Context: an optimization exercise on an open-source flow, tuned for small area and few clock cycles per item. The choices shown serve that exercise and are no tape-out recipe. Function was checked by simulation only, so behaviour that the tests miss may differ from the original.

==> run Z: inputs <==
Design fp_mult_pipe, start of the top module:
module fp_mult_pipe #(
  parameter int unsigned EXP_W = 8,
  parameter int unsigned MAN_W = 23,
  parameter int unsigned TAG_W = 4
) (
  input  logic                   clk,
  input  logic                   rstn,
  input  logic                   in_valid,
  output logic                   in_ready,
  input  logic [EXP_W+MAN_W:0]   a,
  input  logic [EXP_W+MAN_W:0]   b,
  input  logic [TAG_W-1:0]       in_tag,
  output logic                   out_valid,
  input  logic                   out_ready,
  output logic [EXP_W+MAN_W:0]   result,
  output logic [TAG_W-1:0]       out_tag,
  output logic [3:0]             flags
);
  logic adv;
  assign adv      = ~out_valid | out_ready;
  assign in_ready = adv;
  logic [7:0]  ea, eb;
  logic [22:0] fa, fb;
  logic nan_a, nan_b, snan_a, snan_b, inf_a, inf_b, zero_a, zero_b;
  logic nan, ixz, inf, zero;
  assign ea = a[30:23];
  assign eb = b[30:23];
  assign fa = a[22:0];
  assign fb = b[22:0];
  assign nan_a  = (&ea) & (|fa);
  assign nan_b  = (&eb) & (|fb);
  assign snan_a = nan_a & ~fa[22];
  assign snan_b = nan_b & ~fb[22];
  assign inf_a  = (&ea) & ~(|fa);
  assign inf_b  = (&eb) & ~(|fb);
  assign zero_a = ~(|ea);
  assign zero_b = ~(|eb);
  assign nan    = nan_a | nan_b;
  assign ixz    = (inf_a & zero_b) | (zero_a & inf_b);
  assign inf    = inf_a | inf_b;
  ...
export LEC_CHECK = 0
export ABC_AREA = 1
export CAP_MARGIN = 20
export CORE_MARGIN = 2
export CORE_UTILIZATION = 40
export CTS_BUF_LIST = sky130_fd_sc_hd__clkbuf_8
export GPL_TIMING_DRIVEN = 0
export SETUP_SLACK_MARGIN = 0.02
export SLEW_MARGIN = 20
export SYNTH_HIERARCHICAL = 1
export SYNTH_MINIMUM_KEEP_SIZE = 0
create_clock -name core_clock -period 7.0 [get_ports {clk}]
standard.sh (not shown) runs the stock make flow with config.mk's settings and CLKGATE_MAP_FILE= SYNTH_SCRIPT=/design/flow/synth_recipe.tcl, a recipe that flattens the netlist after the stock synthesis.
==> flow/flow/run.sh <==
#!/bin/bash
# Standard ORFS layout, with plain buffers on the ports instead of the delay cell buffer_ports
# picks, and with the synthesis buffers removed at floorplan so repair_design rebuffers.
set -euo pipefail
bash standard.sh BUFFER_PORTS_ARGS="-buffer_cell sky130_fd_sc_hd__buf_1" REMOVE_ABC_BUFFERS=1  finish > make.log 2>&1
==> run Y (differences from run Z) <==
--- a/flow/flow/run.sh
+++ b/flow/flow/run.sh
@@ -4,2 +4,2 @@
 set -euo pipefail
-bash standard.sh BUFFER_PORTS_ARGS="-buffer_cell sky130_fd_sc_hd__buf_1" REMOVE_ABC_BUFFERS=1  finish > make.log 2>&1
+bash standard.sh BUFFER_PORTS_ARGS="-buffer_cell sky130_fd_sc_hd__buf_2" REMOVE_ABC_BUFFERS=1  finish > make.log 2>&1
Settings changed: PLACE_DENSITY from default to 0.7.
==> impl_metrics.env <==
export IMPL_setup_slack_ns=0.271
export IMPL_cp_data_required_time_ns=7.07
export IMPL_ctsResizeCount=62
export IMPL_status="finished clean"
the above is filed under run Y

==> impl_metrics.env <==
export IMPL_status="finished clean"
export IMPL_grt_pass1_wl_mm=82.8
export IMPL_ctsResizeCount=35
export IMPL_cp_data_required_time_ns=7.06
the above is filed under run Z

Testbench counts of run Z, summed over its fixed seeds: cycles 16,008, items 16,000.
Testbench counts of run Y, summed over its fixed seeds: cycles 16,008, items 16,000.

==> run a: inputs <==
fp_mult_pipe, a different RTL version from the one above (not shown whole).
export LEC_CHECK = 0
export ABC_AREA = 1
export CAP_MARGIN = 20
export CORE_MARGIN = 2
export CORE_UTILIZATION = 40
export CTS_BUF_LIST = sky130_fd_sc_hd__clkbuf_8
export GPL_TIMING_DRIVEN = 0
export SETUP_SLACK_MARGIN = -0.05
export SLEW_MARGIN = 20
export SYNTH_HIERARCHICAL = 1
export SYNTH_MINIMUM_KEEP_SIZE = 0
create_clock -name core_clock -period 7.0 [get_ports {clk}]
==> flow/flow/run.sh <==
#!/bin/bash
# Standard ORFS layout (the standard.sh) with three changes:
# - plain buf_2 buffers on the ports instead of the delay cell buffer_ports picks by itself;
# - the synthesis buffers are removed at floorplan, so repair_design rebuffers from scratch;
# - CTS with clkbuf_8 and without dummy loads.
# Each ORFS step writes its full log under orfs/logs/; make's own output goes to make.log.
set -euo pipefail
bash standard.sh BUFFER_PORTS_ARGS="-buffer_cell sky130_fd_sc_hd__buf_2" REMOVE_ABC_BUFFERS=1 \
  CTS_ARGS="-sink_clustering_enable -repair_clock_nets -buf_list sky130_fd_sc_hd__clkbuf_8 -dont_use_dummy_load" \
  finish > make.log 2>&1
==> run b (differences from run a) <==
==> flow/flow/run.sh (replaced) <==
#!/bin/bash
# Standard ORFS layout, with plain buffers on the ports instead of the delay cell buffer_ports
# picks, and with the synthesis buffers removed at floorplan so repair_design rebuffers.
set -euo pipefail
bash standard.sh BUFFER_PORTS_ARGS="-buffer_cell sky130_fd_sc_hd__buf_2" REMOVE_ABC_BUFFERS=1  finish > make.log 2>&1
--- a/flow/config.mk
+++ b/flow/config.mk
@@ -10,8 +10,9 @@
 export CORE_MARGIN = 2
 export CORE_UTILIZATION = 40
 export CTS_BUF_LIST = sky130_fd_sc_hd__clkbuf_8
+export GPL_ROUTABILITY_DRIVEN = 0
 export GPL_TIMING_DRIVEN = 0
-export SETUP_SLACK_MARGIN = -0.05
+export SETUP_SLACK_MARGIN = 0.02
 export SLEW_MARGIN = 20
 export SYNTH_HIERARCHICAL = 1
 export SYNTH_MINIMUM_KEEP_SIZE = 0
==> metrics.cfg <==
[timing]
max_freq_ghz=0.1467

[global_route]
grt_pass1_vias=14411

[run_status]
status=timing/DRC/antenna clean

[drt]
wl_met1_um=21250

(the above is from run a)
==> metrics.cfg <==
[run_status]
status=timing/DRC/antenna clean

[finish]
reg_top3=r_p: 26 flops, r_esum: 9 flops, r_tag: 4 flops

[global_route]
grt_pass1_vias=14558

[timing]
max_freq_ghz=0.1479

[drt]
wl_met1_um=21320
postRouteAntennaNets=0

(the above is from run b)
Testbench counts of run a, summed over its fixed seeds: cycles 16,008, items 16,000.
Testbench counts of run b, summed over its fixed seeds: cycles 16,008, items 16,000.

==> 11-24: inputs <==
fp_mult_pipe with an RTL version that a note above also has.
clock: 7.0 ns
lec_check: 0
abc_area: 1
cap_margin: 20
core_margin: 2
core_utilization: 40
cts_buf_list: sky130_fd_sc_hd__clkbuf_8
gpl_timing_driven: 0
place_density: 0.8
setup_slack_margin: 0.02
slew_margin: 20
synth_hierarchical: 1
synth_minimum_keep_size: 0
==> flow/flow/run.sh <==
#!/bin/bash
# Standard ORFS layout, with plain buffers on the ports instead of the delay cell buffer_ports
# picks, and with the synthesis buffers removed at floorplan so repair_design rebuffers.
set -euo pipefail
bash standard.sh BUFFER_PORTS_ARGS="-buffer_cell sky130_fd_sc_hd__buf_2" REMOVE_ABC_BUFFERS=1  finish > make.log 2>&1
==> 01-14: changes against 11-24 <==
--- a/flow/config.mk
+++ b/flow/config.mk
@@ -11,8 +11,7 @@
 export CORE_UTILIZATION = 40
 export CTS_BUF_LIST = sky130_fd_sc_hd__clkbuf_8
 export GPL_TIMING_DRIVEN = 0
-export PLACE_DENSITY = 0.8
-export SETUP_SLACK_MARGIN = 0.02
+export SETUP_SLACK_MARGIN = -0.03
 export SLEW_MARGIN = 20
 export SYNTH_HIERARCHICAL = 1
 export SYNTH_MINIMUM_KEEP_SIZE = 0
==> 12-28: changes against 11-24 <==
--- a/flow/config.mk
+++ b/flow/config.mk
@@ -11,7 +11,6 @@
 export CORE_UTILIZATION = 40
 export CTS_BUF_LIST = sky130_fd_sc_hd__clkbuf_8
 export GPL_TIMING_DRIVEN = 0
-export PLACE_DENSITY = 0.8
 export SETUP_SLACK_MARGIN = 0.02
 export SLEW_MARGIN = 20
 export SYNTH_HIERARCHICAL = 1
==> comparison <==
- Design area, lowest first: 01-14, 12-28, 11-24.
- Global-route usage: 12-28 > 01-14 > 11-24.
- In 11-24 the non-clock buffer count is higher than in 01-14, by 5.
- In synthesized cell count, 12-28 and 11-24 do not differ.
==> figures <==
	01-14	11-24	12-28
Status	timing/DRC/antenna clean	timing/DRC/antenna clean	timing/DRC/antenna clean
Post-cts resize count	52	51	60
WHS Endpoint	r_v	-	r_v
Largest clock skew in the final design	0.00989 ns	0.0107 ns	0.00975 ns
Worst-case register-to-register setup slack	5.73 ns	5.65 ns	5.73 ns
Worst setup startpoint	b[3]	b[15]	b[5]
DR pass1 iterations	5	12	6
Final area over synthesized area	1.076x	1.081x	1.078x
Hold slack final	0.759 ns	0.830 ns	0.759 ns
Testbench counts of 11-24, summed over its fixed seeds: cycles 16,008, items 16,000.
Testbench counts of 01-14, summed over its fixed seeds: cycles 16,008, items 16,000.
Testbench counts of 12-28, summed over its fixed seeds: cycles 16,008, items 16,000.

==> inputs of trial 56 <==
fp_mult_pipe, a different RTL version from the one above (not shown whole).
## fp_mult_pipe
module fp_mult_pipe #(
  parameter int unsigned EXP_W = 8,
  parameter int unsigned MAN_W = 23,
  parameter int unsigned TAG_W = 4
) (
  input  logic                   clk,
  input  logic                   rstn,
  input  logic                   in_valid,
  output logic                   in_ready,
  input  logic [EXP_W+MAN_W:0]   a,
  input  logic [EXP_W+MAN_W:0]   b,
  input  logic [TAG_W-1:0]       in_tag,
  output logic                   out_valid,
  input  logic                   out_ready,
  output logic [EXP_W+MAN_W:0]   result,
  output logic [TAG_W-1:0]       out_tag,
  output logic [3:0]             flags
);
Settings: LEC_CHECK=0, ABC_AREA=1, CAP_MARGIN=20, CORE_MARGIN=2, CORE_UTILIZATION=40, GPL_TIMING_DRIVEN=0, SETUP_SLACK_MARGIN=0.05, SLEW_MARGIN=20, SYNTH_HIERARCHICAL=1, SYNTH_MINIMUM_KEEP_SIZE=0; clock period 7.0 ns.
==> flow/flow/run.sh <==
#!/bin/bash
# Standard ORFS layout, with plain buffers on the ports instead of the delay cell buffer_ports picks.
set -euo pipefail
bash standard.sh BUFFER_PORTS_ARGS="-buffer_cell sky130_fd_sc_hd__buf_2" finish > make.log 2>&1
==> inputs of build 9, as changes to trial 56 <==
Settings changed: CORE_UTILIZATION 40 to 70, CTS_BUF_LIST from default to sky130_fd_sc_hd__clkbuf_8, PLACE_DENSITY from default to 0.8.
==> inputs of trial 74, as changes to trial 56 <==
--- a/flow/design.v
+++ b/flow/design.v
@@ -978,15 +978,16 @@
   fp_mult_fa u_s45_639 (.a(s45_594), .b(pp11_23_344), .c(c44_593), .s(s45_639), .co(c45_639));
   wire s46_640, c46_640;
   fp_mult_fa u_s46_640 (.a(s46_595), .b(c45_594), .c(pp11_24_345), .s(s46_640), .co(c46_640));
   wire s47_641, c47_641;
   fp_mult_ha u_s47_641 (.a(1'b1), .b(c46_595), .s(s47_641), .co(c47_641));
   wire [47:0] px = {c46_640, c45_639, c44_638, c43_637, c42_636, c41_635, c40_634, c39_633, c38_632, c37_631, c36_630, c35_629, c34_628, c33_627, c32_626, c31_625, c30_624, c29_623, c28_622, c27_621, c26_620, c25_619, c24_618, c23_617, c22_616, c21_615, c20_614, c19_613, c18_612, c17_611, c16_610, c15_609, c14_608, c13_607, c12_606, c11_605, c10_604, c9_603, c8_602, c7_601, c6_600, c5_599, c4_598, c3_597, c2_596, s2_596, pp0_1_4, neg0_2};
   wire [47:0] py = {s47_641, s46_640, s45_639, s44_638, s43_637, s42_636, s41_635, s40_634, s39_633, s38_632, s37_631, s36_630, s35_629, s34_628, s33_627, s32_626, s31_625, s30_624, s29_623, s28_622, s27_621, s26_620, s25_619, s24_618, s23_617, s22_616, s21_615, s20_614, s19_613, s18_612, s17_611, s16_610, s15_609, s14_608, s13_607, s12_606, s11_605, s10_604, s9_603, s8_602, s7_601, s6_600, s5_599, s4_598, s3_597, pp1_0_32, 1'b0, pp0_0_3};
-  wire [47:0] prod = px + py;
+  logic [47:0] prod;
+  assign prod = px + py;
   logic [2:0] cls;
   always_comb begin
     if (nan)       cls = {1'b1, snan_a | snan_b, 1'b1};
     else if (ixz)  cls = 3'b111;
     else if (inf)  cls = 3'b110;
     else if (zero) cls = 3'b100;
     else           cls = 3'b000;
@@ -1006,43 +1007,31 @@
       r_cls  <= cls;
       r_esum <= {1'b0, ea} + {1'b0, eb};
       r_p    <= prod[47:22];
       r_st   <= |prod[21:0];
       r_tag  <= in_tag;
     end
   end
-  logic        hi, g, s, any, inc, t1, carry;
-  logic [24:0] q;
-  logic [24:0] sq;      
-  logic [24:0] all1;    
+  logic        hi, g, s, inc, carry, any;
+  logic [23:0] mant;
+  logic [24:0] sum;
   logic [22:0] frac;
-  logic [1:0]  k;       
   logic [9:0]  e;       
   logic        ovf, unf;
-  assign q     = r_p[25:1];
   assign hi    = r_p[25];
+  assign mant  = hi ? r_p[25:2] : r_p[24:1];
   assign g     = hi ? r_p[1] : r_p[0];
   assign s     = r_st | (hi & r_p[0]);
   assign any   = g | s;
-  assign inc   = g & (s | (hi ? r_p[2] : r_p[1]));
-  assign t1    = inc & (hi | r_p[1]);
-  always_comb begin
-    all1[0] = 1'b1;
-    all1[1] = 1'b1;
-    for (int i = 2; i <= 24; i++) all1[i] = all1[i-1] & q[i-1];
-  end
-  assign sq[0] = q[0] ^ (inc & ~hi);
-  always_comb begin
-    for (int i = 1; i <= 24; i++) sq[i] = q[i] ^ (t1 & all1[i]);
-  end
-  assign carry = t1 & all1[24];
-  assign frac  = hi ? sq[23:1] : sq[22:0];
-  assign k     = {hi & carry, hi ^ carry};
-  assign e     = {1'b0, r_esum} + {8'b11100000, k + 2'd1};
-  assign ovf   = ~e[9] & (e[8] | (&e[7:0]));
+  assign inc   = g & (s | mant[0]);
+  assign sum   = {1'b0, mant} + 25'(inc);
+  assign carry = sum[24];
+  assign frac  = carry ? sum[23:1] : sum[22:0];
+  assign e     = {1'b0, r_esum} - 10'd127 + 10'(hi) + 10'(carry);
+  assign ovf   = ~e[9] & (e[8:0] >= 9'd255);
   assign unf   = e[9] | (e == 10'd0);
   logic [31:0] res;
   logic [3:0]  flg;
   always_comb begin
     res = {r_sign, e[7:0], frac};
     flg = {3'b000, any};
     if (r_cls[0]) begin
==> flow/run.sh (new file) <==
#!/bin/bash
# synth_recipe.tcl (not shown) runs the flow's synth.tcl, then flattens the netlist and writes it again
# the make line also repeats each setting of config.mk as NAME=value (left out here)
make -C /OpenROAD-flow-scripts/flow DESIGN_CONFIG=/design/flow/config.mk WORK_HOME=/design/flow/orfs CLKGATE_MAP_FILE= SYNTH_SCRIPT=/design/flow/synth_recipe.tcl finish
Settings changed: GPL_TIMING_DRIVEN 0 to default, SETUP_SLACK_MARGIN 0.05 to default.
removed: flow/flow/run.sh
removed: flow/standard.sh
==> comparison table <==
item                                                                                    build 9                 trial 56                  trial 74
Well Taps                                                                                   319                      532                       585
Worst rel slew slack                                                                     -29.3%                    25.2%                     52.9%
P&R area growth vs syn                                                                    12.2%                    12.3%                     23.7%
Multi-input gate area in the final layout                                            14,600 µm²               14,400 µm²                15,300 µm²
Die Height                                                                               158 µm                   208 µm                    214 µm
Share of cell area taken by flip-flops and latches                                        7.21%                    7.21%                     6.19%
Inst Count DP                                                                             2,402                    2,615                     3,014
Outcome                                                                finished with violations  complete, no violations   complete, no violations
Reasons for failing layout checks                   capacitance limit, slew limit, setup timing                        -                         -
Total non-filler cell area in the finished layout                                    18,700 µm²               18,700 µm²                21,700 µm²
Buffer count from post-CTS setup fixing                                                       1                        0                         2
Most numerous cell in the Yosys netlist                                 sky130_fd_sc_hd__xor2_1  sky130_fd_sc_hd__xor2_1  sky130_fd_sc_hd__nand2_1
Testbench counts of trial 56, summed over its fixed seeds: cycles 16,008, items 16,000.
Testbench counts of build 9, summed over its fixed seeds: cycles 16,008, items 16,000.
Testbench counts of trial 74, summed over its fixed seeds: cycles 16,008, items 16,000.

[port drivers added, routing unchanged]
The flow's constraints put no driver on any port. The routed layouts listed below were extracted and timed again, unchanged, in two steps.
Step 1 sets driving cells, clkbuf_16 on the clock port and buf_2 on the other inputs (assumed; they add their load-dependent delay and slew).
Step 2 adds t to the input delays and takes it off the output delays; t is the mean of the earliest and latest rising clock arrival at the registers after step 1. Input paths then give back, and output paths get back, about the clock's delay inside the block.
Three values: ideal, step 1, step 2; two values: the first two.
run | t, ns | setup slack, ns | worst setup path after step 2 | latest minus earliest clock arrival (ns) | worst register clock-pin slew, ns
run Z | 0.346 | 0.204 / 0.222 / -0.123 | input to register | 0.008 / 0.007 | 0.09 / 0.09
run Y | 0.347 | 0.271 / 0.264 / -0.083 | input to register | 0.013 / 0.014 | 0.10 / 0.10
run a | 0.336 | 0.181 / 0.156 / -0.180 | input to register | 0.016 / 0.016 | 0.08 / 0.08
run b | 0.339 | 0.237 / 0.204 / -0.135 | input to register | 0.012 / 0.012 | 0.09 / 0.09
11-24 | 0.346 | 0.252 / 0.247 / -0.099 | input to register | 0.015 / 0.016 | 0.11 / 0.11
01-14 | 0.348 | 0.189 / 0.188 / -0.159 | input to register | 0.013 / 0.013 | 0.09 / 0.09
12-28 | 0.348 | 0.204 / 0.207 / -0.141 | input to register | 0.012 / 0.011 | 0.09 / 0.09
trial 56 | 0.318 | 0.230 / 0.198 / -0.120 | input to register | 0.008 / 0.008 | 0.07 / 0.07
build 9 | 0.361 | -0.792 / -0.831 / -0.470 | register to output | 0.012 / 0.012 | 0.10 / 0.10
trial 74 | 0.324 | 0.174 / 0.185 / -0.139 | input to register | 0.004 / 0.004 | 0.06 / 0.06
Met with ideal ports but missed after step 2: setup timing in 9 of these runs. The setup slack of run b, which loses most, moves by -0.033 ns with the drivers and by -0.372 ns with both steps.
